Context: an optimization exercise on an open-source flow, tuned for small area, a short achievable clock period and few clock cycles. The choices shown serve that exercise and are no tape-out recipe. At most, simulation tests tie the RTL to the original design; equivalence was not proved. For runs 4 to 6, only the layout was checked, not whether the RTL still works.

## flow/design.v

```verilog
module aes_sbox (
    input  logic [7:0] a,
    output logic [7:0] y
);
    logic U0,U1,U2,U3,U4,U5,U6,U7;
    logic T1,T2,T3,T4,T5,T6,T7,T8,T9,T10,T11,T12,T13,T14,T15,T16,T17,T18,T19,T20,T21,T22,T23,T24,T25,T26,T27;
    logic M1,M2,M3,M4,M5,M6,M7,M8,M9,M10,M11,M12,M13,M14,M15,M16,M17,M18,M19,M20,M21,M22,M23,M24,M25,M26,M27,M28,M29,M30;
    logic M31,M32,M33,M34,M35,M36,M37,M38,M39,M40,M41,M42,M43,M44,M45,M46,M47,M48,M49,M50,M51,M52,M53,M54,M55,M56,M57,M58,M59,M60,M61,M62,M63;
    logic L0,L1,L2,L3,L4,L5,L6,L7,L8,L9,L10,L11,L12,L13,L14,L15,L16,L17,L18,L19,L20,L21,L22,L23,L24,L25,L26,L27,L28,L29;
    assign {U0,U1,U2,U3,U4,U5,U6,U7} = a;
    assign T1 = U0 ^ U3;
    assign T2 = U0 ^ U5;
    assign T3 = U0 ^ U6;
    assign T4 = U3 ^ U5;
    assign T5 = U4 ^ U6;
    assign T6 = T1 ^ T5;
    assign T7 = U1 ^ U2;
    assign T8 = U7 ^ T6;
    assign T9 = U7 ^ T7;
    assign T10 = T6 ^ T7;
    assign T11 = U1 ^ U5;
    assign T12 = U2 ^ U5;
    assign T13 = T3 ^ T4;
    assign T14 = T6 ^ T11;
    assign T15 = T5 ^ T11;
    assign T16 = T5 ^ T12;
    assign T17 = T9 ^ T16;
    assign T18 = U3 ^ U7;
    assign T19 = T7 ^ T18;
    assign T20 = T1 ^ T19;
    assign T21 = U6 ^ U7;
    assign T22 = T7 ^ T21;
    assign T23 = T2 ^ T22;
    assign T24 = T2 ^ T10;
    assign T25 = T20 ^ T17;
    assign T26 = T3 ^ T16;
    assign T27 = T1 ^ T12;
    assign M1 = T13 & T6;
    assign M2 = T23 & T8;
    assign M3 = T14 ^ M1;
    assign M4 = T19 & U7;
    assign M5 = M4 ^ M1;
    assign M6 = T3 & T16;
    assign M7 = T22 & T9;
    assign M8 = T26 ^ M6;
    assign M9 = T20 & T17;
    assign M10 = M9 ^ M6;
    assign M11 = T1 & T15;
    assign M12 = T4 & T27;
    assign M13 = M12 ^ M11;
    assign M14 = T2 & T10;
    assign M15 = M14 ^ M11;
    assign M16 = M3 ^ M2;
    assign M17 = M5 ^ T24;
    assign M18 = M8 ^ M7;
    assign M19 = M10 ^ M15;
    assign M20 = M16 ^ M13;
    assign M21 = M17 ^ M15;
    assign M22 = M18 ^ M13;
    assign M23 = M19 ^ T25;
    assign M24 = M22 ^ M23;
    assign M25 = M22 & M20;
    assign M26 = M21 ^ M25;
    assign M27 = M20 ^ M21;
    assign M28 = M23 ^ M25;
    assign M29 = M28 & M27;
    assign M30 = M26 & M24;
    assign M31 = M20 & M23;
    assign M32 = M27 & M31;
    assign M33 = M27 ^ M25;
    assign M34 = M21 & M22;
    assign M35 = M24 & M34;
    assign M36 = M24 ^ M25;
    assign M37 = M21 ^ M29;
    assign M38 = M32 ^ M33;
    assign M39 = M23 ^ M30;
    assign M40 = M35 ^ M36;
    assign M41 = M38 ^ M40;
    assign M42 = M37 ^ M39;
    assign M43 = M37 ^ M38;
    assign M44 = M39 ^ M40;
    assign M45 = M42 ^ M41;
    assign M46 = M44 & T6;
    assign M47 = M40 & T8;
    assign M48 = M39 & U7;
    assign M49 = M43 & T16;
    assign M50 = M38 & T9;
    assign M51 = M37 & T17;
    assign M52 = M42 & T15;
    assign M53 = M45 & T27;
    assign M54 = M41 & T10;
    assign M55 = M44 & T13;
    assign M56 = M40 & T23;
    assign M57 = M39 & T19;
    assign M58 = M43 & T3;
    assign M59 = M38 & T22;
    assign M60 = M37 & T20;
    assign M61 = M42 & T1;
    assign M62 = M45 & T4;
    assign M63 = M41 & T2;
    assign L0 = M61 ^ M62;
    assign L1 = M50 ^ M56;
    assign L2 = M46 ^ M48;
    assign L3 = M47 ^ M55;
    assign L4 = M54 ^ M58;
    assign L5 = M49 ^ M61;
    assign L6 = M62 ^ L5;
    assign L7 = M46 ^ L3;
    assign L8 = M51 ^ M59;
    assign L9 = M52 ^ M53;
    assign L10 = M53 ^ L4;
    assign L11 = M60 ^ L2;
    assign L12 = M48 ^ M51;
    assign L13 = M50 ^ L0;
    assign L14 = M52 ^ M61;
    assign L15 = M55 ^ L1;
    assign L16 = M56 ^ L0;
    assign L17 = M57 ^ L1;
    assign L18 = M58 ^ L8;
    assign L19 = M63 ^ L4;
    assign L20 = L0 ^ L1;
    assign L21 = L1 ^ L7;
    assign L22 = L3 ^ L12;
    assign L23 = L18 ^ L2;
    assign L24 = L15 ^ L9;
    assign L25 = L6 ^ L10;
    assign L26 = L7 ^ L9;
    assign L27 = L8 ^ L10;
    assign L28 = L11 ^ L14;
    assign L29 = L11 ^ L17;
    assign y[7] = L6 ^ L24;
    assign y[6] = ~(L16 ^ L26);
    assign y[5] = ~(L19 ^ L28);
    assign y[4] = L6 ^ L21;
    assign y[3] = L20 ^ L22;
    assign y[2] = L25 ^ L29;
    assign y[1] = ~(L13 ^ L27);
    assign y[0] = ~(L6 ^ L23);
endmodule
module aes_inv_key_sched (
    input  logic         clk,
    input  logic         rst_n,
    input  logic         clear,
    input  logic [127:0] key_in,
    input  logic         key_valid,
    output logic         key_ready,
    output logic [127:0] rk_out,
    output logic [3:0]   rk_round,
    output logic         rk_valid,
    input  logic         rk_ready,
    output logic         rk_last,
    output logic         busy
);
    logic [127:0] key_reg;
    logic [3:0]   ctr;
    logic         busy_q, ready_q, emit_q, last_q;
    logic         dir_q;    
    logic [31:0]  w0, w1, w2, w3;
    logic [31:0]  sbox_in, rot, sub, t;
    logic [7:0]   rcon;
    logic [31:0]  n0, n1, n2, n3, t_f;
    logic         e, f;
    assign w0 = key_reg[127:96];
    assign w1 = key_reg[95:64];
    assign w2 = key_reg[63:32];
    assign w3 = key_reg[31:0];
    assign sbox_in = w3 ^ ({32{dir_q}} & w2);
    assign rot     = {sbox_in[23:0], sbox_in[31:24]};
    for (genvar b = 0; b < 4; b++) begin : g_sbox
        aes_sbox u_sbox (
            .a (rot[8*b +: 8]),
            .y (sub[8*b +: 8])
        );
    end
    always_comb begin
        case (ctr)
            4'd1:    rcon = 8'h01;
            4'd2:    rcon = 8'h02;
            4'd3:    rcon = 8'h04;
            4'd4:    rcon = 8'h08;
            4'd5:    rcon = 8'h10;
            4'd6:    rcon = 8'h20;
            4'd7:    rcon = 8'h40;
            4'd8:    rcon = 8'h80;
            4'd9:    rcon = 8'h1b;
            4'd10:   rcon = 8'h36;
            default: rcon = 8'h00;
        endcase
    end
    assign t = sub ^ {rcon, 24'h000000};
    assign e   = !dir_q || rk_ready;
    assign f   = !dir_q;    
    assign t_f = {32{f}} & t;
    assign n0 = w0 ^ ({32{e}} & t);
    assign n1 = w1 ^ ({32{e}} & w0) ^ t_f;
    assign n2 = w2 ^ ({32{e}} & w1) ^ ({32{f}} & n0);
    assign n3 = w3 ^ ({32{e}} & w2) ^ ({32{f}} & n1);
    always_ff @(posedge clk) key_reg <= busy_q ? {n0, n1, n2, n3} : key_in;
    always_ff @(posedge clk) begin
        if (!busy_q)                      ctr <= 4'd1;
        else if (!emit_q) begin
            if (ctr != 4'd10)             ctr <= ctr + 4'd1;
        end else if (rk_ready)            ctr <= ctr - 4'd1;
    end
    logic accept, fwd_done, rk_hs, done;
    assign accept   = !busy_q && key_valid;
    assign fwd_done = busy_q && !emit_q && (ctr == 4'd10);
    assign rk_hs    = emit_q && rk_ready;
    assign done     = rk_hs && (ctr == 4'd0);
    always_ff @(posedge clk) begin
        if (clear || !busy_q) dir_q <= 1'b0;
        else if (fwd_done)    dir_q <= 1'b1;
    end
    always_ff @(posedge clk or negedge rst_n) begin
        if (!rst_n) begin
            busy_q  <= 1'b0;
            ready_q <= 1'b1;
            emit_q  <= 1'b0;
            last_q  <= 1'b0;
        end else if (clear) begin
            busy_q  <= 1'b0;
            ready_q <= 1'b1;
            emit_q  <= 1'b0;
            last_q  <= 1'b0;
        end else begin
            if (accept) begin
                busy_q  <= 1'b1;
                ready_q <= 1'b0;
            end else if (done) begin
                busy_q  <= 1'b0;
                ready_q <= 1'b1;
            end
            if (fwd_done)  emit_q <= 1'b1;
            else if (done) emit_q <= 1'b0;
            if (rk_hs) last_q <= (ctr == 4'd1);
        end
    end
    assign key_ready = ready_q;
    assign busy      = busy_q;
    assign rk_valid  = emit_q;
    assign rk_last   = last_q;
    assign rk_out    = key_reg;
    assign rk_round  = ctr;
endmodule
```

## flow/flow/run.sh

```bash
#!/bin/bash
# The standard layout (standard.sh), with these changes:
#  - synthesis maps logic with an area-oriented ABC script (flow/area.abc)
#    instead of ORFS's speed script; everything else in synthesis is as in
#    synth_recipe.tcl (same register mapping, flattening and renaming);
#  - the port buffers are buf_1 cells (repair_timing upsizes those on critical paths);
#  - repair_timing works to a setup margin of MARGIN ns (the SDC and its
#    clock period are unchanged).
set -euo pipefail
D=$(pwd)
MARGIN=$(cat flow/margin.txt)
{ cat flow/my_abc.tcl; cat synth_recipe.tcl; } > my_synth.tcl
sed 's#/synth_recipe.tcl#/my_synth.tcl#' standard.sh > my_standard.sh
export MY_ABC_SCRIPT=$D/flow/area.abc
export BUFFER_PORTS_ARGS="-buffer_cell sky130_fd_sc_hd__buf_1"
export SETUP_SLACK_MARGIN=$MARGIN
bash my_standard.sh > standard.log 2>&1
```

## flow/flow/area.abc

```
strash
&get -n
&st
&dch -f
&nf -a -R 1000
&put
topo
stime -c
buffer -c
upsize -c
dnsize -c
```

## flow/flow/margin.txt

```
18.5
```

## flow/flow/my_abc.tcl

```tcl
proc abc {args} {
  set i [lsearch -exact $args -script]
  if {$i >= 0 && [info exists ::env(MY_ABC_SCRIPT)]} { lset args [expr {$i+1}] $::env(MY_ABC_SCRIPT) }
  set j [lsearch -exact $args -D]
  if {$j >= 0 && [info exists ::env(MY_ABC_NO_D)]} { set args [lreplace $args $j [expr {$j+1}]] }
  yosys abc {*}$args
}
```

## flow/standard.sh

```bash
#!/bin/bash
# synth_recipe.tcl (not shown) runs the flow's synth.tcl, then flattens the netlist and writes it again
# the make line also repeats each setting of config.mk as NAME=value (left out here)
make -C /OpenROAD-flow-scripts/flow DESIGN_CONFIG=/design/flow/config.mk WORK_HOME=/design/flow/orfs CLKGATE_MAP_FILE= SYNTH_SCRIPT=/design/flow/synth_recipe.tcl "${@:-finish}"
```

## flow/config.mk

```make
export PLATFORM = sky130hd
export DESIGN_NAME = aes_inv_key_sched
export DESIGN_NICKNAME = aes_inv_key_sched
export VERILOG_FILES = /design/flow/design.v
export SDC_FILE = /design/flow/constraint.sdc
export NUM_CORES = 4
export LEC_CHECK = 0
export CAP_MARGIN = 20
export CORE_MARGIN = 2
export CORE_UTILIZATION = 40
export CTS_BUF_LIST = sky130_fd_sc_hd__clkbuf_4 sky130_fd_sc_hd__clkbuf_8
export SLEW_MARGIN = 20
```

## flow/constraint.sdc

```tcl
create_clock -name core_clock -period 25.0 [get_ports {clk}]
set_input_delay 5.0000 -clock core_clock [delete_from_list [all_inputs] [get_ports {clk}]]
set_output_delay 5.0000 -clock core_clock [all_outputs]
set_load 0.01 [all_outputs]
```

==> results.yml, run 1 <==
sta:
  setup_slack_ns: 18.57
  setup_violations: 0
  fin_crit_sh_pct: 25.7
  relSlewSlack_pct: 32.2
  fin_setup_tns_ns: 0
  hold_viol_final: 0
  skew_ns: 0.0180
  drv_slew: 0
  fin_crit_ns: 6.43
  fmax_mhz: 156
  holdWs_ns: 0.473
  rsz0062_at_grt: "yes"
  tightest_slew_ns: 1.02
clock_tree:
  numCtsBuffers: 17
  cts_buffer_depth: 2
  cts_root_buffer: "clkbuf_8"
  clk_latency_ns: 0.48
  clock-sinks: 145
  h-tree-depth: 4
  cts_tree: "built"
  clkTransAtPathRegs_ns: 0.10
synthesis:
  synth_top_cell_by_area: "xnor2_1"
  syn-num-nets: 1679
  synth-simple-area-share_pct: 18.6
  yosys_warnings: 1
  yosysUniqueCellTypes: 49
  ys.flop_type: "dfxtp_1"
  yosysTopAreaCellShare_pct: 28.5
  ys_ff_latch: 145
  avgSynthCellArea_um2: 7.86
  synthTopCellsByCount: "xnor2_1, nor2_1, nand2_1, a21oi_1, xor2_1"
  synth_compound_area_share_pct: 7.53
  synth_area_mm2: 0.0120
  synth_adder_area_share_pct: 1.77
  synthArstFlopShare_pct: 2.76
  ys_seq_area_share_pct: 24.3
  synthTopCellsByArea: "xnor2_1, dfxtp_1, xor2_1"
  yosysMostFrequentCell: "xnor2_1"
  synth_mux_area_share_pct: 0.0833
  synth_edf_count: 0
  synth_top_family_by_area: "XOR/XNOR gates"
  synthCells: 1529
  synth_xor_area_share_pct: 45.3
finish:
  syn_to_final_growth_pct: 16.4
  multi_input_area_mm2: 0.00897
  largest_reg_flops: 128
  seqCellArea_mm2: 0.00293
  fill_cells: 3042
  final_area_mm2: 0.0140
  nets: 1918
  drive_gt1_share_pct: 6.51
  insertedDiodeCount: 0
setup_path:
  max_stage_delay_ns: 0.34
  critPathMostFrequentCell: "xnor2_1"
  critPathKind: "in -> reg"
  crit_family: "XOR/XNOR gates"
  cp-start-kind: "input port"
  critical_path.max_fanout: 58
  crit_chain: "buf_2, nand2b_4, buf_12, nand2_1, xnor2_1, xnor2_1, nor2_1, xnor2_1, a21oi_1"
  slowest_stage: "nand2b_4"
  worst_ep_required_time_ns: 25.32
  path_buf_inv: 2
  worstSetupEndpointType: "register"
  critical_path_arrival_ns: 6.76
floorplan:
  initial_utilization_pct: 40.5
  die_y_um: 177
  die_w_um: 177
  num_io_pins: 269
  rows: 63
  core_area_mm2: 0.0296
  die-area_mm2: 0.0314
place:
  place_hpwl_um: 23700
  gp_congestion: 0.867
  port_buffers: 268
  placedInstanceArea_mm2: 0.0133
  dpl_worst_slack_ns: 17.43
detailed_routing:
  wl_um: 32000
  drtPass1Iterations: 4
  wl_per_cell_um: 14.7
  drt_iter0_drc: 376
  drt_drc_violations_left: 0
  detail-route-antenna-nets: 0
  routed_via_density: 4.74
  dr_total_vias: 10282
global_routing:
  grt-ovfl-total: 0
  track_usage_pct: 20.1
  grt_pass1_vias: 10096
  grt_first_pass_wirelength_um: 50700
  antenna_found_initial: 0
  grt_max_degree: 106
outcome:
  status: "complete, no violations"
hold_path:
  hold_class: "reg -> reg"
flow_run:
  maxCapViolCount: 0
## through the flow
stage	std cells	utilization [%]
after floorplan	1529	-
after global placement	2135	45.0
after detailed placement	2135	45.0
after CTS	2170	46.6
after global routing	2171	47.2
final	2171	47.2
## final timing paths
check	end	cells past startpoint	from	slack (ns)
max reg2reg	key_reg[42]	24	dir_q	19.05
max	key_reg[14]	9	rk_ready	18.57
min reg2reg	ready_q	2	ready_q	0.47
max in group asynchronous	ready_q	1	rst_n	20.40
min	ready_q	2	ready_q	0.47
min in group asynchronous	emit_q	1	rst_n	4.34
## cells in the final DEF (no fill, tap or decap), types with 4 or more instances in the layout
| cell type | netlist | routed |
|---|---|---|
| and2_1 | 4 | 4 |
| nor2_1 | 272 | 272 |
| a21oi_1 | 145 | 145 |
| nand2b_1 | 27 | 26 |
| buf_1 | 12 | 267 |
| nor2b_1 | 21 | 20 |
| ha_1 | 17 | 17 |
| xor2_2 | 18 | 23 |
| xor2_4 | 1 | 4 |
| clkbuf_8 | 0 | 18 |
| xnor2_2 | 20 | 24 |
| xor2_1 | 144 | 136 |
| o21ai_0 | 8 | 8 |
| dfxtp_1 | 141 | 140 |
| xnor2_1 | 391 | 386 |
| nand2_1 | 208 | 208 |
| xnor2_4 | 4 | 5 |
| inv_1 | 13 | 13 |
## layer usage
metal,up-vias,GRT usage (%),part of all wire (%)
met5,-,0,0
met4,0,5.43,1.7
met3,35,3.49,4.5
met2,241,33.6,47
met1,4774,26.6,47
li1,5232,-,-
## repair_timing
| action | CTS | global route |
|---|---|---|
| cloned | 2 | 0 |
| hold buffers | 0 | 0 |
| endpoints found under the setup margin | 72 | 95 |
| setup buffers | 1 | 1 |
| gates resized for setup | 5 | 23 |
## final cells by class
| cell class | count | share of cell area [%] |
|---|---|---|
| Multi-Input combinational cell | 1314 | 64.1 |
| Clock buffer | 18 | 1.77 |
| Sequential cell | 145 | 21.0 |
| Clock inverter | 14 | 1.28 |
| Timing Repair Buffer | 276 | 7.98 |
| Tap cell | 390 | 3.49 |
| Inverter | 14 | 0.376 |
## tightest hold or removal path, delay by kind of cell (launching register included)
kind | cells | cell delay (ns)
AOI/OAI and AO/OA | 1 | 0.05
buffers and inverters | 1 | 0.05
DFF | 1 | 0.38
## kinds of logic (layout without fill, tap and decap cells)
group           Yosys count  count (layout)
xor+xnor                578             578
flops                   145             145
buf+inv                  72             322
simple gates            547             549
fa+ha+maj                17              17
mux                       1               1
compound gates          169             169
Testbench counts, summed over its fixed seeds: cycles 7,040.
==> run 2: changes to the inputs <==
--- a/flow/config.mk
+++ b/flow/config.mk
@@ -8,5 +8,4 @@
 export CAP_MARGIN = 20
 export CORE_MARGIN = 2
 export CORE_UTILIZATION = 40
-export CTS_BUF_LIST = sky130_fd_sc_hd__clkbuf_4 sky130_fd_sc_hd__clkbuf_8
 export SLEW_MARGIN = 20
==> results.yml, run 2 <==
outcome:
  status: "complete, no violations"
clock_tree:
  cts_buffer_depth: 2
  clkTransAtPathRegs_ns: 0.07
  cts_root_buffer: "clkbuf_16"
  numCtsBuffers: 17
  h-tree-depth: 4
  clk_latency_ns: 0.44
  clock-sinks: 145
  cts_tree: "built"
  cts_hold_buf: 0
setup_path:
  max_stage_delay_ns: 0.70
  crit_chain: "buf_1"
  critical_path.max_fanout: 35
  worst_ep_required_time_ns: 20.00
  cp-start-kind: "register"
  crit_family: "flip-flops"
  critical_path_arrival_ns: 1.34
  worstSetupEndpointType: "output port"
  path_buf_inv: 1
  slowest_stage: "dfrtp_4"
  critPathKind: "reg -> out"
synthesis:
  yosysMostFrequentCell: "xnor2_1"
  synth_edf_count: 0
  ys_ff_latch: 145
  yosysTopAreaCellShare_pct: 28.5
  synth_area_mm2: 0.0120
  ys_seq_area_share_pct: 24.3
  synthCells: 1529
  yosysUniqueCellTypes: 49
  synthArstFlopShare_pct: 2.76
  yosys_warnings: 1
  syn-num-nets: 1679
  synth_top_cell_by_area: "xnor2_1"
  synthTopCellsByCount: "xnor2_1, nor2_1, nand2_1, a21oi_1, xor2_1"
  synthTopCellsByArea: "xnor2_1, dfxtp_1, xor2_1"
  ys.flop_type: "dfxtp_1"
  avgSynthCellArea_um2: 7.86
sta:
  fin_crit_sh_pct: 25.4
  hold_viol_final: 0
  skew_ns: 0.0124
  rsz0062_at_grt: "yes"
  drv_slew: 0
  holdWs_ns: 0.469
  setup_slack_ns: 18.66
  fin_setup_tns_ns: 0
  fin_crit_ns: 6.34
  setup_violations: 0
  relSlewSlack_pct: 32.8
  fmax_mhz: 158
  tightest_slew_ns: 1.01
finish:
  drive_gt1_share_pct: 6.62
  nets: 1919
  final_area_mm2: 0.0142
  final_common_cell: "xnor2_1"
  largest_reg_flops: 128
  final_cell_mix: "xnor2_1, nor2_1, buf_1"
  fill_cells: 3011
  syn_to_final_growth_pct: 18.1
  insertedDiodeCount: 0
global_routing:
  track_usage_pct: 20.2
  grt_pass1_vias: 10080
  grt_first_pass_wirelength_um: 51100
  antenna_found_initial: 0
  grt-ovfl-total: 0
  grt_max_degree: 106
detailed_routing:
  drt_drc_violations_left: 0
  dr_total_vias: 10262
  detail-route-antenna-nets: 0
  wl_per_cell_um: 14.9
  drt_iter0_drc: 339
  routed_via_density: 4.72
  drtPass1Iterations: 4
  wl_um: 32300
floorplan:
  die_y_um: 177
  num_io_pins: 269
  initial_utilization_pct: 40.5
  die-area_mm2: 0.0314
  die_w_um: 177
  rows: 63
  core_area_mm2: 0.0296
hold_path:
  hold_class: "reg -> reg"
place:
  place_hpwl_um: 23700
  gp_congestion: 0.867
  placedInstanceArea_mm2: 0.0133
  port_buffers: 268
  dpl_worst_slack_ns: 17.43
flow_run:
  maxCapViolCount: 0
==> run 2: cell counts after synthesis <==
Identical to the previous run, type by type.
==> run 2: what timing repair did <==
item / CTS / global route
pin swaps: 0 / 0
gates resized for setup: 5 / 24
buffers inserted: 1 / 2
setup endpoints to repair: 75 / 99
cloned: 2 / 0
==> run 2: stage by stage <==
step / utilization, % / instances
finish: 47.9 / 2172
global route: 47.9 / 2172
CTS: 47.3 / 2170
detailed placement: 45.0 / 2135
global placement: 45.0 / 2135
floorplan: - / 1529
==> run 2: logic make-up (layout without fill, tap and decap cells) <==
| logic type | Yosys count | in the layout | synth area share [%] |
|---|---|---|---|
| compound gates | 169 | 169 | 7.53 |
| xor+xnor | 578 | 578 | 45.3 |
| fa+ha+maj | 17 | 17 | 1.77 |
| buf+inv | 72 | 323 | 2.42 |
| flops | 145 | 145 | 24.3 |
| mux | 1 | 1 | 0.0833 |
| simple gates | 547 | 549 | 18.6 |
==> run 2: final cells by class <==
| type | count | area (um2) | area share [%] |
|---|---|---|---|
| clock buffers | 18 | 439 | 3.09 |
| multi-input cells | 1314 | 8970 | 63.2 |
| repair buffers | 277 | 1130 | 7.94 |
| inverters | 14 | 52.6 | 0.370 |
| clock inverters | 14 | 179 | 1.26 |
| well taps | 390 | 488 | 3.44 |
| flip-flops and latches | 145 | 2930 | 20.7 |
==> run 2: metal layers <==
layer  vias to the layer above  share of wire, %  GRT usage (%)
met5                         -                 0              0
met4                         0               1.8           4.78
met1                      4766                47           27.0
li1                       5231                 -              -
met2                       234                47           34.0
met3                        31               4.1           3.38
==> run 2: final timing paths <==
kind | end | cells after the start | start | slack (ns)
worst max-delay path | busy | 1 | busy_q | 18.66
worst min-delay path | ready_q | 2 | ready_q | 0.47
min in group asynchronous | emit_q | 1 | rst_n | 4.38
worst min register to register | ready_q | 2 | ready_q | 0.47
max in group asynchronous | ready_q | 1 | rst_n | 20.36
worst max register to register | key_reg[18] | 24 | dir_q | 18.97
==> run 3: changes to the inputs <==
--- a/flow/config.mk
+++ b/flow/config.mk
@@ -7,5 +7,6 @@
 export LEC_CHECK = 0
 export CAP_MARGIN = 20
 export CORE_MARGIN = 2
-export CORE_UTILIZATION = 40
+export CORE_UTILIZATION = 65
+export PLACE_DENSITY = 0.75
 export SLEW_MARGIN = 20
==> results.yml, run 3 <==
global_routing:
  grt_pass1_vias: 10218
  antenna_found_initial: 0
  track_usage_pct: 30.9
  grt_max_degree: 105
  grt_first_pass_wirelength_um: 49700
  grt-ovfl-total: 0
hold_path:
  hold_class: "reg -> reg"
floorplan:
  die_y_um: 140
  num_io_pins: 269
  core_area_mm2: 0.0180
  rows: 49
  die_w_um: 140
  initial_utilization_pct: 66.7
  die-area_mm2: 0.0196
synthesis:
  synthTopCellsByCount: "xnor2_1, nor2_1, nand2_1, a21oi_1, xor2_1"
  synth_adder_area_share_pct: 1.77
  synth_compound_area_share_pct: 7.53
  yosysTopAreaCellShare_pct: 28.5
  ys.flop_type: "dfxtp_1"
  synth_top_cell_by_area: "xnor2_1"
  synth_area_mm2: 0.0120
  synth_mux_area_share_pct: 0.0833
  syn-num-nets: 1679
  yosysMostFrequentCell: "xnor2_1"
  synth-simple-area-share_pct: 18.6
  synth_top_family_by_area: "XOR/XNOR gates"
  ys_seq_area_share_pct: 24.3
  avgSynthCellArea_um2: 7.86
  ys_ff_latch: 145
  yosysUniqueCellTypes: 49
  synthTopCellsByArea: "xnor2_1, dfxtp_1, xor2_1"
  synth_edf_count: 0
  synthCells: 1529
  yosys_warnings: 1
  synthArstFlopShare_pct: 2.76
  synth_xor_area_share_pct: 45.3
sta:
  fin_crit_ns: 6.37
  relSlewSlack_pct: 36.0
  drv_slew: 0
  hold_viol_final: 0
  fmax_mhz: 157
  rsz0062_at_grt: "no"
  setup_violations: 0
  fin_crit_sh_pct: 25.5
  fin_setup_tns_ns: 0
  tightest_slew_ns: 0.960
  skew_ns: 0.00989
setup_path:
  max_stage_delay_ns: 0.73
  cp-start-kind: "register"
  critical_path.max_fanout: 43
  worstSetupEndpointType: "output port"
  slowest_stage: "dfrtp_4"
  critical_path_arrival_ns: 1.37
  worst_ep_required_time_ns: 20.00
  critPathKind: "reg -> out"
  crit_family: "flip-flops"
  path_buf_inv: 1
  crit_chain: "buf_1"
detailed_routing:
  drtPass1Iterations: 5
  dr_total_vias: 10555
  wl_per_cell_um: 15.5
  wl_um: 31300
  routed_via_density: 5.25
  drt_iter0_drc: 682
  detail-route-antenna-nets: 0
  drt_drc_violations_left: 0
finish:
  syn_to_final_growth_pct: 16.4
  final_area_mm2: 0.0140
  largest_reg_flops: 128
  final_common_cell: "xnor2_1"
  nets: 1921
  final_cell_mix: "xnor2_1, nor2_1, buf_1"
  insertedDiodeCount: 0
  drive_gt1_share_pct: 6.73
  fin_cells: 2012
flow_run:
  maxCapViolCount: 0
place:
  gp_congestion: 0.885
  place_hpwl_um: 22500
  port_buffers: 268
  placedInstanceArea_mm2: 0.0131
  placedCellCount: 1974
clock_tree:
  numCtsBuffers: 17
  cts_tree: "built"
  cts_hold_buf: 0
  clkTransAtPathRegs_ns: 0.07
  clk_latency_ns: 0.43
  cts_root_buffer: "clkbuf_16"
  cts_buffer_depth: 2
  h-tree-depth: 4
  clock-sinks: 145
outcome:
  status: "complete, no violations"
## run 3: path summary, 6_finish.rpt
path,startpoint,end,slack [ns],cells after the start
worst max-delay path,busy_q,busy,18.63,1
min in group asynchronous,rst_n,last_q,4.41,1
worst min register to register,ready_q,ready_q,0.47,2
worst min-delay path,ready_q,ready_q,0.47,2
worst max register to register,dir_q,key_reg[22],18.93,23
max in group asynchronous,rst_n,ready_q,20.33,1
## run 3: cells by family after synthesis
group | count (synthesis)
DFF | 145
and+or+nand+nor | 547
adders and majority gates | 17
buffers and inverters | 72
xor gates and xnor gates | 578
AOI/OAI and AO/OA | 169
muxes | 1
## run 3: final cells by class
type	count	area, um2
Clock inverter	11	131
Inverter	14	52.6
Timing Repair Buffer	279	1170
Fill cell	1381	4050
Sequential cell	145	2930
Tap cell	229	287
Multi-Input combinational cell	1314	8960
Clock buffer	20	447
## run 3: timing repair
item	CTS	global route
cloned	2	1
resized for setup	5	24
setup endpoints to repair	69	94
buffers inserted	2	2
pin swaps	0	1
## run 3: routing by layer
metal	track usage, %	vias up	share of wire [%]
met5	0	-	0
met4	9.11	0	1.8
met3	5.23	42	5.5
met2	53.7	327	49
met1	39.4	4947	44
li1	-	5239	-
## run 3: metrics by stage
| step | hold slack, ns | worst slack, ns | utilization [%] |
|---|---|---|---|
| floorplan | 0.467 | 18.52 | - |
| CTS | 0.469 | 18.50 | 76.4 |
| global placement | 0.448 | 17.69 | 72.9 |
| global route | 0.503 | 18.52 | 77.6 |
| finish | 0.472 | 18.63 | 77.6 |
| detailed placement | 0.462 | 17.55 | 72.9 |
==> run 4: changes to the inputs <==
--- a/flow/design.v
+++ b/flow/design.v
@@ -157,7 +157,7 @@
     logic         dir_q;    
     logic [31:0]  w0, w1, w2, w3;
     logic [31:0]  sbox_in, rot, sub, t;
-    logic [7:0]   rcon;
+    logic [7:0]   rcon;     
     logic [31:0]  n0, n1, n2, n3, t_f;
     logic         e, f;
     assign w0 = key_reg[127:96];
@@ -172,21 +172,6 @@
             .y (sub[8*b +: 8])
         );
     end
-    always_comb begin
-        case (ctr)
-            4'd1:    rcon = 8'h01;
-            4'd2:    rcon = 8'h02;
-            4'd3:    rcon = 8'h04;
-            4'd4:    rcon = 8'h08;
-            4'd5:    rcon = 8'h10;
-            4'd6:    rcon = 8'h20;
-            4'd7:    rcon = 8'h40;
-            4'd8:    rcon = 8'h80;
-            4'd9:    rcon = 8'h1b;
-            4'd10:   rcon = 8'h36;
-            default: rcon = 8'h00;
-        endcase
-    end
     assign t = sub ^ {rcon, 24'h000000};
     assign e   = !dir_q || rk_ready;
     assign f   = !dir_q;    
@@ -197,8 +182,14 @@
     assign n3 = w3 ^ ({32{e}} & w2) ^ ({32{f}} & n1);
     always_ff @(posedge clk) key_reg <= busy_q ? {n0, n1, n2, n3} : key_in;
     always_ff @(posedge clk) begin
+        if (!busy_q)                      rcon <= 8'h01;
+        else if (!dir_q) begin
+            if (ctr != 4'd10)             rcon <= {rcon[6:0], 1'b0} ^ (rcon[7] ? 8'h1b : 8'h00);
+        end else if (rk_ready)            rcon <= rcon[0] ? ({1'b1, rcon[7:1]} ^ 8'h0d) : {1'b0, rcon[7:1]};
+    end
+    always_ff @(posedge clk) begin
         if (!busy_q)                      ctr <= 4'd1;
-        else if (!emit_q) begin
+        else if (!dir_q) begin
             if (ctr != 4'd10)             ctr <= ctr + 4'd1;
         end else if (rk_ready)            ctr <= ctr - 4'd1;
     end
--- a/flow/config.mk
+++ b/flow/config.mk
@@ -7,6 +7,5 @@
 export LEC_CHECK = 0
 export CAP_MARGIN = 20
 export CORE_MARGIN = 2
-export CORE_UTILIZATION = 65
-export PLACE_DENSITY = 0.75
+export CORE_UTILIZATION = 40
 export SLEW_MARGIN = 20
==> results.yml, run 4 <==
setup_path:
  critical_path.max_fanout: 42
  crit_family: "flip-flops"
  critical_path_arrival_ns: 1.38
  worst_ep_required_time_ns: 20.00
  worstSetupEndpointType: "output port"
  critPathKind: "reg -> out"
  crit_start: "busy_q"
  r2r_start: "dir_q"
  max_stage_delay_ns: 0.74
  cp-start-kind: "register"
  crit_chain: "buf_1"
  path_buf_inv: 1
  slowest_stage: "dfrtp_4"
place:
  place_hpwl_um: 23500
  port_buffers: 268
  placedInstanceArea_mm2: 0.0134
  gp_congestion: 0.835
outcome:
  status: "complete, no violations"
finish:
  fill_cells: 3020
  final_area_mm2: 0.0143
  final_cell_mix: "xnor2_1, nor2_1, buf_1"
  final_common_cell: "xnor2_1"
  nets: 1927
  largest_reg_flops: 128
  insertedDiodeCount: 0
  drive_gt1_share_pct: 7.13
  syn_to_final_growth_pct: 18.1
sta:
  rsz0062_at_grt: "no"
  hold_viol_final: 0
  relSlewSlack_pct: 32.4
  holdWs_ns: 0.511
  fin_crit_sh_pct: 25.5
  fin_setup_tns_ns: 0
  tightest_slew_ns: 1.01
  skew_ns: 0.0113
  setup_violations: 0
  fmax_mhz: 157
  fin_crit_ns: 6.38
  drv_slew: 0
detailed_routing:
  drt_iter0_drc: 530
  routed_via_density: 4.73
  detail-route-antenna-nets: 0
  wl_per_cell_um: 14.7
  dr_total_vias: 10328
  drt_drc_violations_left: 0
  wl_um: 32100
  drtPass1Iterations: 5
flow_run:
  maxCapViolCount: 0
hold_path:
  hold_class: "reg -> reg"
  holdCritStartpoint: "ctr[3]"
clock_tree:
  clk_latency_ns: 0.45
  numCtsBuffers: 17
  cts_root_buffer: "clkbuf_16"
  cts_tree: "built"
  clock-sinks: 145
  cts_hold_buf: 0
  h-tree-depth: 4
  cts_buffer_depth: 2
  clkTransAtPathRegs_ns: 0.07
synthesis:
  synthCells: 1547
  synth_top_family_by_area: "XOR/XNOR gates"
  synth_edf_count: 0
  yosysMostFrequentCell: "xnor2_1"
  yosys_warnings: 1
  synth_compound_area_share_pct: 7.80
  synth_xor_area_share_pct: 45.1
  synthTopCellsByArea: "xnor2_1, dfxtp_1, xor2_1"
  syn-num-nets: 1693
  ys_ff_latch: 145
  ys_seq_area_share_pct: 24.1
  avgSynthCellArea_um2: 7.83
  synth_top_cell_by_area: "xnor2_1"
  synth-simple-area-share_pct: 18.0
  ys.flop_type: "dfxtp_1"
  synth_mux_area_share_pct: 0.702
  synth_adder_area_share_pct: 1.34
  yosysUniqueCellTypes: 46
  yosysTopAreaCellShare_pct: 27.9
  synthTopCellsByCount: "xnor2_1, nor2_1, nand2_1, xor2_1, a21oi_1"
  synthArstFlopShare_pct: 2.76
  synth_area_mm2: 0.0121
floorplan:
  rows: 63
  initial_utilization_pct: 40.8
  core_area_mm2: 0.0297
  die-area_mm2: 0.0317
  num_io_pins: 269
  die_y_um: 178
  die_w_um: 178
global_routing:
  track_usage_pct: 20.2
  grt_first_pass_wirelength_um: 51200
  antenna_found_initial: 0
  grt_pass1_vias: 10125
  grt_max_degree: 104
  grt-ovfl-total: 0
## run 4: changes by cell type after synthesis, sizes merged, moves of 6 or more
cell,previous run,this run
mux2i,1,7
nand2,212,201
a21oi,146,153
o21ai,10,19
nor2,275,282
xnor2,415,407
xor2,163,179
## run 4: area by class of cell
cell class / count / area, um2 / area share, %
clock buffers: 20 / 468 / 3.27
clock inverters: 12 / 145 / 1.01
inverters: 14 / 52.6 / 0.367
multi-input cells: 1326 / 9090 / 63.6
flip-flops and latches: 145 / 2930 / 20.5
well taps: 390 / 488 / 3.41
repair buffers: 277 / 1130 / 7.88
## run 4: through the flow
| stage | util (%) | setup WS (ns) | std cells |
|---|---|---|---|
| finish | 48.1 | 18.62 | 2184 |
| global route | 48.1 | 18.44 | 2184 |
| CTS | 47.4 | 18.54 | 2182 |
| detailed placement | 45.0 | 17.54 | 2146 |
| floorplan | - | 18.51 | 1547 |
| global placement | 45.0 | 17.61 | 2146 |
## run 4: path summary, 6_finish.rpt
path	endpoint	slack [ns]	cells after the start
max reg2reg	key_reg[2]	18.98	24
min reg2reg	ctr[3]	0.51	1
min in group asynchronous	emit_q	4.38	1
max	busy	18.62	1
max in group asynchronous	ready_q	20.37	1
min	ctr[3]	0.51	1
## run 4: logic make-up (layout without fill, tap and decap cells)
group | Yosys count | after routing
buffers and inverters | 78 | 323
AOI/OAI and AO/OA | 181 | 181
muxes | 8 | 8
xor gates and xnor gates | 586 | 586
DFF | 145 | 145
and+or+nand+nor | 536 | 538
adders and majority gates | 13 | 13
## run 4: what timing repair did
item,in CTS,in global routing
setup endpoints to repair,100,102
buffers inserted,2,2
gates cloned,2,0
pin swaps,0,3
gates resized for setup,12,26
## run 4: per-layer routing
layer  GRT usage [%]  part of all wire (%)  up-vias
met5               0                     0        -
met2            33.5                    47      220
met3            4.26                   5.2       20
li1                -                     -     5284
met1            26.9                    46     4804
met4            4.44                   1.1        0
==> run 5: changes to the inputs <==
--- a/flow/design.v
+++ b/flow/design.v
@@ -181,21 +181,21 @@
     assign n2 = w2 ^ ({32{e}} & w1) ^ ({32{f}} & n0);
     assign n3 = w3 ^ ({32{e}} & w2) ^ ({32{f}} & n1);
     always_ff @(posedge clk) key_reg <= busy_q ? {n0, n1, n2, n3} : key_in;
+    logic rcon_last;
+    assign rcon_last = rcon[5] && rcon[2];    
     always_ff @(posedge clk) begin
         if (!busy_q)                      rcon <= 8'h01;
         else if (!dir_q) begin
-            if (ctr != 4'd10)             rcon <= {rcon[6:0], 1'b0} ^ (rcon[7] ? 8'h1b : 8'h00);
+            if (!rcon_last)               rcon <= {rcon[6:0], 1'b0} ^ (rcon[7] ? 8'h1b : 8'h00);
         end else if (rk_ready)            rcon <= rcon[0] ? ({1'b1, rcon[7:1]} ^ 8'h0d) : {1'b0, rcon[7:1]};
     end
     always_ff @(posedge clk) begin
-        if (!busy_q)                      ctr <= 4'd1;
-        else if (!dir_q) begin
-            if (ctr != 4'd10)             ctr <= ctr + 4'd1;
-        end else if (rk_ready)            ctr <= ctr - 4'd1;
+        if (!busy_q)                      ctr <= 4'd10;
+        else if (dir_q && rk_ready)       ctr <= ctr - 4'd1;
     end
     logic accept, fwd_done, rk_hs, done;
     assign accept   = !busy_q && key_valid;
-    assign fwd_done = busy_q && !emit_q && (ctr == 4'd10);
+    assign fwd_done = busy_q && !dir_q && rcon_last;
     assign rk_hs    = emit_q && rk_ready;
     assign done     = rk_hs && (ctr == 4'd0);
     always_ff @(posedge clk) begin
==> results.yml, run 5 <==
global_routing:
  track_usage_pct: 20.7
  grt_first_pass_wirelength_um: 52400
  grt-ovfl-total: 0
  antenna_found_initial: 0
  grt_max_degree: 101
  grt_pass1_vias: 10282
finish:
  nets: 1921
  fill_cells: 2974
  final_common_cell: "xnor2_1"
  insertedDiodeCount: 0
  largest_reg_flops: 128
  multi_input_area_mm2: 0.00912
  seqCellArea_mm2: 0.00293
  final_cell_mix: "xnor2_1, nor2_1, buf_1"
  drive_gt1_share_pct: 7.37
  syn_to_final_growth_pct: 19.6
  final_area_mm2: 0.0144
setup_path:
  crit_family: "flip-flops"
  worstSetupEndpointType: "output port"
  r2r_start: "dir_q"
  worst_ep_required_time_ns: 20.00
  ff2ff_path_depth: 25
  cp-start-kind: "register"
  crit_start: "busy_q"
  critPathKind: "reg -> out"
  critical_path.max_fanout: 23
  path_depth: 1
  timing.rr.end: "key_reg[18]"
  critPathCapture: "busy"
  path_buf_inv: 1
  crit_chain: "buf_1"
  max_stage_delay_ns: 0.67
  slowest_stage: "dfrtp_4"
  regToRegSetupSlack_ns: 18.89
  critical_path_arrival_ns: 1.33
floorplan:
  initial_utilization_pct: 40.7
  core_area_mm2: 0.0296
  rows: 63
  num_io_pins: 269
  die-area_mm2: 0.0315
  die_w_um: 178
  die_y_um: 178
place:
  place_hpwl_um: 24200
  placedInstanceArea_mm2: 0.0133
  gp_congestion: 0.835
  port_buffers: 268
hold_path:
  hold_class: "reg -> reg"
sta:
  fin_setup_tns_ns: 0
  drv_slew: 0
  fin_crit_ns: 6.33
  setup_violations: 0
  relSlewSlack_pct: 35.8
  holdWs_ns: 0.485
  tightest_slew_ns: 0.964
  fin_crit_sh_pct: 25.3
  fmax_mhz: 158
  hold_viol_final: 0
  skew_ns: 0.0166
  rsz0062_at_grt: "no"
clock_tree:
  h-tree-depth: 4
  cts_tree: "built"
  cts_hold_buf: 0
  cts_buffer_depth: 2
  clk_latency_ns: 0.46
  clock-sinks: 145
  cts_root_buffer: "clkbuf_16"
  numCtsBuffers: 17
  clkTransAtPathRegs_ns: 0.08
synthesis:
  synthTopCellsByArea: "xnor2_1, dfxtp_1, xor2_1"
  syn-num-nets: 1681
  yosysUniqueCellTypes: 46
  yosysMostFrequentCell: "xnor2_1"
  synth_top_cell_by_area: "xnor2_1"
  ys_ff_latch: 145
  ys.flop_type: "dfxtp_1"
  synth_area_mm2: 0.0121
  ys_seq_area_share_pct: 24.3
  synth_edf_count: 0
  yosysTopAreaCellShare_pct: 29.3
  yosys_warnings: 1
  synthTopCellsByCount: "xnor2_1, nor2_1, nand2_1, a21oi_1, xor2_1"
  avgSynthCellArea_um2: 7.84
  synthCells: 1537
  synthArstFlopShare_pct: 2.76
detailed_routing:
  drtPass1Iterations: 4
  wl_um: 33500
  detail-route-antenna-nets: 0
  drt_drc_violations_left: 0
  dr_total_vias: 10527
  routed_via_density: 4.83
  wl_per_cell_um: 15.4
  drt_iter0_drc: 452
flow_run:
  maxCapViolCount: 0
outcome:
  status: "complete, no violations"
-- run 5: cell types whose count changed after synthesis, sizes merged, moves of 3 or more --
cell | before | now
xnor2 | 407 | 421
nor2 | 282 | 273
and2 | 0 | 3
nor3 | 3 | 0
xor2 | 179 | 165
o21ai | 19 | 16
-- run 5: worst min-delay path: cells and delay by family, from the launching register on --
| kind | cells | cell delay [ns] |
|---|---|---|
| compound gates | 1 | 0.06 |
| buf+inv | 1 | 0.04 |
| flops | 1 | 0.38 |
-- run 5: final cells by class --
class | instances | area share, %
timing repair buffer | 282 | 8.43
clock buffer | 17 | 2.95
multi-input combinational | 1318 | 63.2
tap | 390 | 3.39
inverter | 13 | 0.339
clock inverter | 15 | 1.31
sequential | 145 | 20.3
-- run 5: logic make-up (layout without fill, tap and decap cells) --
family | count (synthesis) | after routing | share of synthesized area [%]
simple gates | 531 | 533 | 17.9
mux | 6 | 6 | 0.540
xor+xnor | 587 | 587 | 45.6
buf+inv | 76 | 327 | 2.56
flops | 145 | 145 | 24.3
fa+ha+maj | 11 | 11 | 1.14
compound gates | 181 | 181 | 7.99
-- run 5: timing repair --
| action | CTS | global route |
|---|---|---|
| pin swaps | 0 | 3 |
| buffers inserted | 2 | 5 |
| setup endpoints to repair | 95 | 83 |
| gates resized for setup | 14 | 33 |
| gates cloned | 2 | 1 |
-- run 5: metal layers --
layer | GRT usage, % | part of all wire, % | vias up
met1 | 26.5 | 45 | 4996
met5 | 0 | 0 | -
met2 | 35.7 | 49 | 228
met3 | 3.75 | 4.5 | 28
met4 | 5.77 | 1.5 | 0
li1 | - | - | 5275
-- run 5: worst min path at each step --
| stage | from | end | slack [ns] | depth (start not counted) |
|---|---|---|---|---|
| after floorplan | ready_q | ready_q | 0.47 | 2 |
| after global placement | ready_q | ready_q | 0.45 | 2 |
| after detailed placement | ready_q | ready_q | 0.47 | 2 |
| after CTS | ready_q | ready_q | 0.49 | 2 |
| after global routing | ready_q | ready_q | 0.51 | 2 |
| final | ready_q | ready_q | 0.48 | 2 |
-- run 5: through the flow --
stage,utilization [%],setup slack (ns),instances
3_5_place_dp,45.0,17.45,2138
2_1_floorplan,-,18.63,1537
6_report,48.6,18.67,2180
4_1_cts,47.6,18.53,2174
3_3_place_gp,45.0,17.49,2138
5_1_grt,48.6,18.49,2180
==> run 6: changes to the inputs <==
--- a/flow/config.mk
+++ b/flow/config.mk
@@ -8,4 +8,5 @@
 export CAP_MARGIN = 20
 export CORE_MARGIN = 2
 export CORE_UTILIZATION = 40
+export CTS_BUF_LIST = sky130_fd_sc_hd__clkbuf_4 sky130_fd_sc_hd__clkbuf_8
 export SLEW_MARGIN = 20
==> results.yml, run 6 <==
sta:
  holdWs_ns: 0.489
  skew_ns: 0.0224
  rsz0062_at_grt: "yes"
  hold_viol_final: 0
  fin_crit_sh_pct: 25.6
  relSlewSlack_pct: 35.4
  drv_slew: 0
  fmax_mhz: 156
  fin_crit_ns: 6.40
  fin_setup_tns_ns: 0
  tightest_slew_ns: 0.969
  setup_violations: 0
finish:
  insertedDiodeCount: 0
  drive_gt1_share_pct: 7.10
  final_common_cell: "xnor2_1"
  syn_to_final_growth_pct: 17.2
  largest_reg_flops: 128
  final_area_mm2: 0.0141
  final_cell_mix: "xnor2_1, nor2_1, buf_1"
  nets: 1919
setup_path:
  ff2ff_path_depth: 26
  crit_chain: "buf_1"
  crit_start: "busy_q"
  slowest_stage: "dfrtp_4"
  crit_family: "flip-flops"
  path_buf_inv: 1
  critPathKind: "reg -> out"
  critical_path_arrival_ns: 1.40
  max_stage_delay_ns: 0.69
  cp-start-kind: "register"
  worst_ep_required_time_ns: 20.00
  worstSetupEndpointType: "output port"
  critical_path.max_fanout: 23
  path_depth: 1
  r2r_start: "dir_q"
clock_tree:
  clkTransAtPathRegs_ns: 0.11
  cts_tree: "built"
  numCtsBuffers: 17
  cts_buffer_depth: 2
  clock-sinks: 145
  h-tree-depth: 4
  clk_latency_ns: 0.51
  cts_root_buffer: "clkbuf_8"
place:
  placedInstanceArea_mm2: 0.0133
  port_buffers: 268
  place_hpwl_um: 24200
  gp_congestion: 0.835
flow_run:
  maxCapViolCount: 0
floorplan:
  die_y_um: 178
  core_area_mm2: 0.0296
  die-area_mm2: 0.0315
  initial_utilization_pct: 40.7
  num_io_pins: 269
  rows: 63
  die_w_um: 178
global_routing:
  track_usage_pct: 21.0
  grt-ovfl-total: 0
  grt_max_degree: 101
  grt_pass1_vias: 10310
  grt_first_pass_wirelength_um: 52800
  antenna_found_initial: 0
synthesis:
  syn-num-nets: 1681
  ys_seq_area_share_pct: 24.3
  yosysMostFrequentCell: "xnor2_1"
  synth_area_mm2: 0.0121
  avgSynthCellArea_um2: 7.84
  synth_top_cell_by_area: "xnor2_1"
  yosysTopAreaCellShare_pct: 29.3
  synthCells: 1537
  yosys_warnings: 1
  synthArstFlopShare_pct: 2.76
  ys.flop_type: "dfxtp_1"
  synth_edf_count: 0
  yosysUniqueCellTypes: 46
  ys_ff_latch: 145
  synthTopCellsByCount: "xnor2_1, nor2_1, nand2_1, a21oi_1, xor2_1"
  synthTopCellsByArea: "xnor2_1, dfxtp_1, xor2_1"
detailed_routing:
  drt_iter0_drc: 389
  drtPass1Iterations: 5
  drt_drc_violations_left: 0
  wl_um: 33100
  routed_via_density: 4.82
  wl_per_cell_um: 15.2
  dr_total_vias: 10491
  detail-route-antenna-nets: 0
hold_path:
  hold_class: "reg -> reg"
  hold_path_depth: 2
  holdCritStartpoint: "ready_q"
outcome:
  status: "complete, no violations"
## run 6: cell counts after synthesis
Identical to the previous run, type by type.
## run 6: final timing paths
check | endpoint | slack, ns
max reg2reg | key_reg[26] | 18.89
min reg2reg | ready_q | 0.49
min in group asynchronous | last_q | 4.30
min | ready_q | 0.49
max in group asynchronous | ready_q | 20.44
max | busy | 18.60
## run 6: kinds of logic after synthesis
group	after synthesis	share of synthesized area (%)
AO/OA/AOI/OAI	181	7.99
XOR/XNOR	587	45.6
adder cells (fa/ha/maj)	11	1.14
buffers and inverters	76	2.56
flip-flops	145	24.3
multiplexers	6	0.540
AND/OR/NAND/NOR	531	17.9
## run 6: per-stage QoR
| step | setup WS (ns) | utilization (%) | std cells |
|---|---|---|---|
| 2_1_floorplan | 18.63 | - | 1537 |
| 3_3_place_gp | 17.49 | 45.0 | 2138 |
| 3_5_place_dp | 17.45 | 45.0 | 2138 |
| 4_1_cts | 18.56 | 46.9 | 2175 |
| 5_1_grt | 18.44 | 47.7 | 2178 |
| 6_report | 18.60 | 47.7 | 2178 |
## run 6: worst register-to-register path: cells and delay by family, from the launching register on
kind	cells	cell delay, ns
DFF	1	0.50
xor gates and xnor gates	17	3.83
AOI/OAI and AO/OA	1	0.08
buffers and inverters	2	0.37
and+or+nand+nor	4	0.53
adders and majority gates	1	0.28
muxes	1	0.41
## run 6: timing repair
action                                  CTS  global route
hold buffers                              0             0
pin swaps                                 0             1
gates cloned                              2             0
hold endpoints to repair                  0             0
buffers inserted                          3             3
endpoints found under the setup margin   95            88
gates resized for setup                  11            29
## run 6: per-layer routing
metal  part of all wire, %  track usage (%)
met4                   2.0             7.10
met1                    46             27.0
met3                   4.3             3.71
met2                    48             35.3
met5                     0                0
## run 6: area by class of cell
cell class                 count  area (um2)
inverter                      13        48.8
clock inverter                15         189
clock buffer                  17         234
tap                          390         488
sequential                   145        2930
timing repair buffer         280        1180
fill                        3011       15500
multi-input combinational   1318        9060
==> run 7: changes to the inputs <==
--- a/flow/design.v
+++ b/flow/design.v
@@ -154,6 +154,7 @@
     logic [127:0] key_reg;
     logic [3:0]   ctr;
     logic         busy_q, ready_q, emit_q, last_q;
+    logic         run_q;    
     logic         dir_q;    
     logic [31:0]  w0, w1, w2, w3;
     logic [31:0]  sbox_in, rot, sub, t;
@@ -180,27 +181,33 @@
     assign n1 = w1 ^ ({32{e}} & w0) ^ t_f;
     assign n2 = w2 ^ ({32{e}} & w1) ^ ({32{f}} & n0);
     assign n3 = w3 ^ ({32{e}} & w2) ^ ({32{f}} & n1);
-    always_ff @(posedge clk) key_reg <= busy_q ? {n0, n1, n2, n3} : key_in;
+    always_ff @(posedge clk) key_reg <= run_q ? {n0, n1, n2, n3} : key_in;
     logic rcon_last;
     assign rcon_last = rcon[5] && rcon[2];    
     always_ff @(posedge clk) begin
-        if (!busy_q)                      rcon <= 8'h01;
+        if (!run_q)                       rcon <= 8'h01;
         else if (!dir_q) begin
             if (!rcon_last)               rcon <= {rcon[6:0], 1'b0} ^ (rcon[7] ? 8'h1b : 8'h00);
         end else if (rk_ready)            rcon <= rcon[0] ? ({1'b1, rcon[7:1]} ^ 8'h0d) : {1'b0, rcon[7:1]};
     end
     always_ff @(posedge clk) begin
-        if (!busy_q)                      ctr <= 4'd10;
+        if (!run_q)                       ctr <= 4'd10;
         else if (dir_q && rk_ready)       ctr <= ctr - 4'd1;
     end
     logic accept, fwd_done, rk_hs, done;
-    assign accept   = !busy_q && key_valid;
-    assign fwd_done = busy_q && !dir_q && rcon_last;
+    assign accept   = !busy_q && key_valid;    
+    assign fwd_done = run_q && !dir_q && rcon_last;
     assign rk_hs    = emit_q && rk_ready;
     assign done     = rk_hs && (ctr == 4'd0);
     always_ff @(posedge clk) begin
-        if (clear || !busy_q) dir_q <= 1'b0;
+        if (clear || !run_q) dir_q <= 1'b0;
         else if (fwd_done)    dir_q <= 1'b1;
+    end
+    always_ff @(posedge clk or negedge rst_n) begin
+        if (!rst_n)              run_q <= 1'b0;
+        else if (clear)          run_q <= 1'b0;
+        else if (!run_q)         run_q <= key_valid;
+        else if (done)           run_q <= 1'b0;
     end
     always_ff @(posedge clk or negedge rst_n) begin
         if (!rst_n) begin
--- a/flow/config.mk
+++ b/flow/config.mk
@@ -8,5 +8,4 @@
 export CAP_MARGIN = 20
 export CORE_MARGIN = 2
 export CORE_UTILIZATION = 40
-export CTS_BUF_LIST = sky130_fd_sc_hd__clkbuf_4 sky130_fd_sc_hd__clkbuf_8
 export SLEW_MARGIN = 20
==> results.yml, run 7 <==
synthesis:
  synth_area_mm2: 0.0122
  ys.flop_type: "dfxtp_1"
  ys_seq_area_share_pct: 24.1
  synthTopCellsByCount: "xnor2_1, nor2_1, nand2_1, a21oi_1, dfxtp_1"
  yosysTopAreaCellShare_pct: 27.8
  synth_edf_count: 0
  synthCells: 1547
  avgSynthCellArea_um2: 7.90
  yosysMostFrequentCell: "xnor2_1"
  yosys_warnings: 1
  synth_top_cell_by_area: "xnor2_1"
  ys_ff_latch: 146
  synthArstFlopShare_pct: 3.42
  syn-num-nets: 1691
  yosysUniqueCellTypes: 51
  synthTopCellsByArea: "xnor2_1, dfxtp_1, xor2_1"
hold_path:
  hold_class: "reg -> reg"
  hold_path_depth: 2
sta:
  fin_setup_tns_ns: 0
  drv_slew: 0
  fin_crit_ns: 6.36
  skew_ns: 0.0123
  tightest_slew_ns: 0.996
  fin_crit_sh_pct: 25.4
  hold_viol_final: 0
  rsz0062_at_grt: "yes"
  fmax_mhz: 157
  relSlewSlack_pct: 33.6
  setup_violations: 0
global_routing:
  track_usage_pct: 20.0
  grt_max_degree: 101
  grt-ovfl-total: 0
  grt_first_pass_wirelength_um: 50800
  grt_pass1_vias: 10066
  antenna_found_initial: 1
finish:
  nets: 1927
  final_cell_mix: "xnor2_1, nor2_1, buf_1"
  largest_reg_flops: 128
  syn_to_final_growth_pct: 17.8
  fin_cells: 2193
  final_common_cell: "xnor2_1"
  drive_gt1_share_pct: 7.68
setup_path:
  crit_family: "XOR/XNOR gates"
  critPathMostFrequentCell: "xnor2_1"
  worst_ep_required_time_ns: 25.29
  ff2ff_path_depth: 26
  slowest_stage: "nand2b_4"
  worstSetupEndpointType: "register"
  path_buf_inv: 2
  critical_path.max_fanout: 10
  critical_path_arrival_ns: 6.65
  critPathKind: "in -> reg"
  cp-start-kind: "input port"
  crit_chain: "buf_2, nand2b_4, buf_4, nand2_1, xor2_1, xnor2_1, nor2_1, xnor2_1, a21oi_1"
  path_depth: 9
  max_stage_delay_ns: 0.27
floorplan:
  die-area_mm2: 0.0320
  initial_utilization_pct: 40.3
  die_y_um: 179
  die_w_um: 179
  core_area_mm2: 0.0303
  rows: 64
  num_io_pins: 269
place:
  port_buffers: 268
  gp_congestion: 0.886
  place_hpwl_um: 23800
  placedCellCount: 2154
detailed_routing:
  drtPass1Iterations: 5
  detail-route-antenna-nets: 0
  drt_iter0_drc: 494
  drt_drc_violations_left: 0
  dr_total_vias: 10395
  wl_per_cell_um: 14.5
  routed_via_density: 4.74
  wl_um: 31900
flow_run:
  maxCapViolCount: 0
clock_tree:
  clkTransAtPathRegs_ns: 0.06
  cts_tree: "built"
  cts_buffer_depth: 2
  clock-sinks: 146
  clk_latency_ns: 0.45
  numCtsBuffers: 17
  cts_root_buffer: "clkbuf_16"
  h-tree-depth: 4
outcome:
  status: "complete, no violations"
run 7: cell count changes after synthesis, sizes merged, moves of 3 or more:
cell	before	now
o21ai	16	20
nor2b	17	10
clkbuf	45	42
nand2	203	206
mux2i	5	2
nor2	273	281
inv	13	16
buf	18	21
xnor2	421	415
run 7: layout make-up:
class	count	area, um2
clock buffers	20	468
inverters	16	60.1
clock inverters	12	121
fillers	3102	15900
multi-input cells	1324	9170
flip-flops and latches	146	2960
repair buffers	278	1140
diodes	1	2.50
well taps	396	495
run 7: cell families (layout without fill, tap and decap cells):
| kind of cell | count (synthesis) | in the layout | share of synthesized area, % |
|---|---|---|---|
| xor gates and xnor gates | 582 | 582 | 45.6 |
| and+or+nand+nor | 536 | 538 | 17.8 |
| AOI/OAI and AO/OA | 190 | 190 | 8.50 |
| DFF | 146 | 146 | 24.1 |
| buffers and inverters | 79 | 326 | 2.62 |
| adders and majority gates | 11 | 11 | 1.13 |
| muxes | 3 | 3 | 0.256 |
| other | 0 | 1 | 0 |
run 7: worst paths after layout:
path                               start          end  slack, ns
max in group asynchronous          rst_n      ready_q      20.35
min in group asynchronous          rst_n       busy_q       4.39
worst min-delay path             ready_q      ready_q       0.47
worst max register to register     dir_q  key_reg[18]      18.92
worst min register to register   ready_q      ready_q       0.47
worst max-delay path            rk_ready  key_reg[18]      18.64
run 7: metal layers:
| metal | up-vias | track usage, % | part of all wire (%) |
|---|---|---|---|
| li1 | 5304 | - | - |
| met4 | 0 | 5.42 | 1.6 |
| met1 | 4844 | 25.7 | 46 |
| met2 | 217 | 33.6 | 48 |
| met5 | - | 0 | 0 |
| met3 | 30 | 4.37 | 4.7 |
run 7: what timing repair did:
item	CTS	global route
buffers inserted	0	4
setup endpoints to repair	75	86
pin swaps	0	2
hold endpoints to repair	0	0
gates cloned	2	0
gates resized for setup	9	23
hold buffers	0	0
run 7: worst register-to-register path: stages (launching register included):
cell and delay [ns]:
dfxtp_4 0.52, buf_8 0.35, nand2_4 0.17, xor2_4 0.20, xor2_2 0.23, xnor2_2 0.37, xor2_1 0.25, inv_1 0.07
ha_1 0.30, xnor2_1 0.19, xnor2_1 0.13, xnor2_2 0.41, nor2_1 0.08, o21ai_0 0.17, o31a_1 0.28, xnor2_2 0.12
xor2_1 0.20, nor2_2 0.22, xor2_4 0.29, xnor2_2 0.20, xnor2_1 0.17, xor2_1 0.23, nand2b_1 0.10, xnor2_1 0.29
nor2_1 0.09, xnor2_1 0.21, a21oi_1 0.09
run 7: per-stage QoR:
| step | util (%) | instance area [um2] | hold slack (ns) | setup WS, ns |
|---|---|---|---|---|
| finish | 47.5 | 14400 | 0.472 | 18.64 |
| global route | 47.5 | 14400 | 0.507 | 18.44 |
| CTS | 46.7 | 14200 | 0.475 | 18.53 |
| detailed placement | 44.6 | 13500 | 0.465 | 17.37 |
| global placement | 44.6 | 13500 | 0.450 | 17.41 |
| floorplan | - | 12200 | 0.467 | 18.52 |
Testbench counts of run 7, summed over its fixed seeds: cycles 7,040.
==> run 8: changes to the inputs <==
==> flow/flow/margin.txt (replaced) <==
18.7
==> results.yml, run 8 <==
outcome:
  status: "complete, no violations"
global_routing:
  track_usage_pct: 20.1
  grt_max_degree: 101
  grt_pass1_vias: 10138
  grt_first_pass_wirelength_um: 51300
  grt-ovfl-total: 0
  antenna_found_initial: 2
place:
  gp_congestion: 0.867
  placedInstanceArea_mm2: 0.0135
  placedCellCount: 2154
  port_buffers: 268
  place_hpwl_um: 24100
  dpl_worst_slack_ns: 17.36
hold_path:
  hold_path_depth: 2
  hold_class: "reg -> reg"
  holdCritStartpoint: "ready_q"
  hold_end: "ready_q"
floorplan:
  initial_utilization_pct: 40.3
  num_io_pins: 269
  die_w_um: 179
  core_area_mm2: 0.0303
  die-area_mm2: 0.0320
  rows: 64
  die_y_um: 179
setup_path:
  critical_path.max_fanout: 30
  worstSetupEndpointType: "register"
  regToRegSetupSlack_ns: 19.13
  r2r_start: "dir_q"
  critPathKind: "in -> reg"
  timing.rr.end: "key_reg[2]"
  crit_family: "buffers and inverters"
  critical_path_arrival_ns: 6.49
  crit_chain: "clkbuf_4, nand2b_4, buf_12, buf_16, nand2_1, xnor2_2, xnor2_2, nor2_1, xnor2_1, a21oi_1"
  path_depth: 10
  slowest_stage: "clkbuf_4"
  critPathMostFrequentCell: "xnor2_2"
  cp-start-kind: "input port"
  path_buf_inv: 3
  max_stage_delay_ns: 0.20
  worst_ep_required_time_ns: 25.29
  ff2ff_path_depth: 25
sta:
  fmax_mhz: 161
  skew_ns: 0.0101
  setup_slack_ns: 18.80
  drv_slew: 0
  hold_viol_final: 0
  rsz0062_at_grt: "yes"
  relSlewSlack_pct: 34.1
  holdWs_ns: 0.481
  setup_violations: 0
  fin_setup_tns_ns: 0
  tightest_slew_ns: 0.989
  fin_crit_ns: 6.20
  fin_crit_sh_pct: 24.8
clock_tree:
  cts_tree: "built"
  clk_latency_ns: 0.44
  cts_root_buffer: "clkbuf_16"
  clkTransAtPathRegs_ns: 0.06
  cts_hold_buf: 0
  clock-sinks: 146
  h-tree-depth: 4
  cts_buffer_depth: 2
  numCtsBuffers: 17
detailed_routing:
  drt_drc_violations_left: 0
  drt_iter0_drc: 472
  dr_total_vias: 10591
  wl_um: 33300
  detail-route-antenna-nets: 0
  routed_via_density: 4.81
  drtPass1Iterations: 5
  wl_per_cell_um: 15.1
finish:
  fill_cells: 3042
  syn_to_final_growth_pct: 19.9
  final_area_mm2: 0.0147
  final_common_cell: "xnor2_1"
  nets: 1941
  largest_reg_flops: 128
  fin_cells: 2204
  final_cell_mix: "xnor2_1, nor2_1, buf_1"
  drive_gt1_share_pct: 8.91
  utilization_pct: 48.3
flow_run:
  maxCapViolCount: 0
synthesis:
  synthArstFlopShare_pct: 3.42
  yosysTopAreaCellShare_pct: 27.8
  ys_seq_area_share_pct: 24.1
  yosys_warnings: 1
  avgSynthCellArea_um2: 7.90
  synth_area_mm2: 0.0122
  yosysUniqueCellTypes: 51
  syn-num-nets: 1691
  synthCells: 1547
  synthTopCellsByArea: "xnor2_1, dfxtp_1, xor2_1"
  ys.flop_type: "dfxtp_1"
  synth_edf_count: 0
  synthTopCellsByCount: "xnor2_1, nor2_1, nand2_1, a21oi_1, dfxtp_1"
  synth_top_cell_by_area: "xnor2_1"
  ys_ff_latch: 146
  yosysMostFrequentCell: "xnor2_1"
-- run 8: cell counts after synthesis --
Identical to the previous run, type by type.
-- run 8: logic make-up after synthesis --
family | share of synthesized area [%]
and+or+nand+nor | 17.8
AOI/OAI and AO/OA | 8.50
xor gates and xnor gates | 45.6
buffers and inverters | 2.62
muxes | 0.256
adders and majority gates | 1.13
DFF | 24.1
-- run 8: timing repair --
action	4_1_cts	5_1_grt
endpoints found under the hold margin	0	0
pin swaps	0	9
resized for setup	12	37
gates cloned	2	2
setup endpoints to repair	91	73
setup buffers	3	13
-- run 8: tightest hold or removal path, delay by kind of cell, from the launching register on --
kind	cells	cell delay, ns
compound gates	1	0.06
buf+inv	1	0.05
flops	1	0.37
-- run 8: final cells by class --
cell class | instances | area (um2) | area share, %
multi-input combinational | 1324 | 9290 | 63.3
sequential | 146 | 2960 | 20.2
timing repair buffer | 292 | 1310 | 8.93
tap | 396 | 495 | 3.38
clock buffer | 21 | 470 | 3.21
clock inverter | 8 | 81.3 | 0.555
inverter | 16 | 60.1 | 0.409
antenna | 1 | 2.50 | 0.0171
-- run 8: worst max path at each step --
stage             endpoint      from  slack (ns)
2_1_floorplan  key_reg[11]  rk_ready       18.73
3_3_place_gp   key_reg[23]  rk_ready       17.49
3_5_place_dp   key_reg[21]  rk_ready       17.36
4_1_cts        key_reg[21]  rk_ready       18.71
5_1_grt         key_reg[2]     dir_q       18.66
6_report       key_reg[21]  rk_ready       18.80
-- run 8: routing by layer --
metal	share of wire [%]	track usage, %	wire [um]	vias up
met5	0.048	0	16	-
met3	4.3	3.77	1450	24
met2	48	34.0	16100	214
met4	1.3	5.18	433	2
met1	46	26.2	15300	5038
li1	-	-	-	5313

-- port drivers added, routing unchanged --
No port has a modelled driver above. Below, the same layouts with a new extraction and two added sets of constraints. Step 1 (the two cells are an assumption about what drives the block):
set clk [get_ports {clk}]
set_driving_cell -lib_cell sky130_fd_sc_hd__clkbuf_16 $clk
set_driving_cell -lib_cell sky130_fd_sc_hd__buf_2 [delete_from_list [all_inputs] $clk]
Step 2 times the ports against the registers' clock, not the clock port: input delays grow and output delays shrink by t, the midpoint of the rising clock arrivals with the driver on. Slacks: ideal ports / drivers / drivers and shift; pairs: ideal ports / drivers.
run	t (ns)	setup slack, ns	worst hold slack (ns)	worst setup path after step 2
run 1	0.511	18.569 / 18.568 / 18.080	0.473 / 0.473 / 0.473	input to register
run 2	0.480	18.659 / 18.612 / 18.257	0.469 / 0.469 / 0.469	input to register
run 3	0.475	18.631 / 18.581 / 18.235	0.472 / 0.472 / 0.472	input to register
run 4	0.485	18.616 / 18.571 / 18.203	0.511 / 0.511 / 0.511	input to register
run 5	0.495	18.671 / 18.624 / 18.337	0.485 / 0.485 / 0.485	input to register
run 6	0.544	18.600 / 18.557 / 18.238	0.489 / 0.489 / 0.489	input to register
run 7	0.491	18.640 / 18.663 / 18.172	0.472 / 0.472 / 0.472	input to register
run 8	0.484	18.800 / 18.779 / 18.334	0.481 / 0.481 / 0.481	input to register
After both steps setup and hold are still met in every run listed. The setup slack of run 1, which loses most, moves by -0.001 ns with the drivers and by -0.489 ns with both steps.
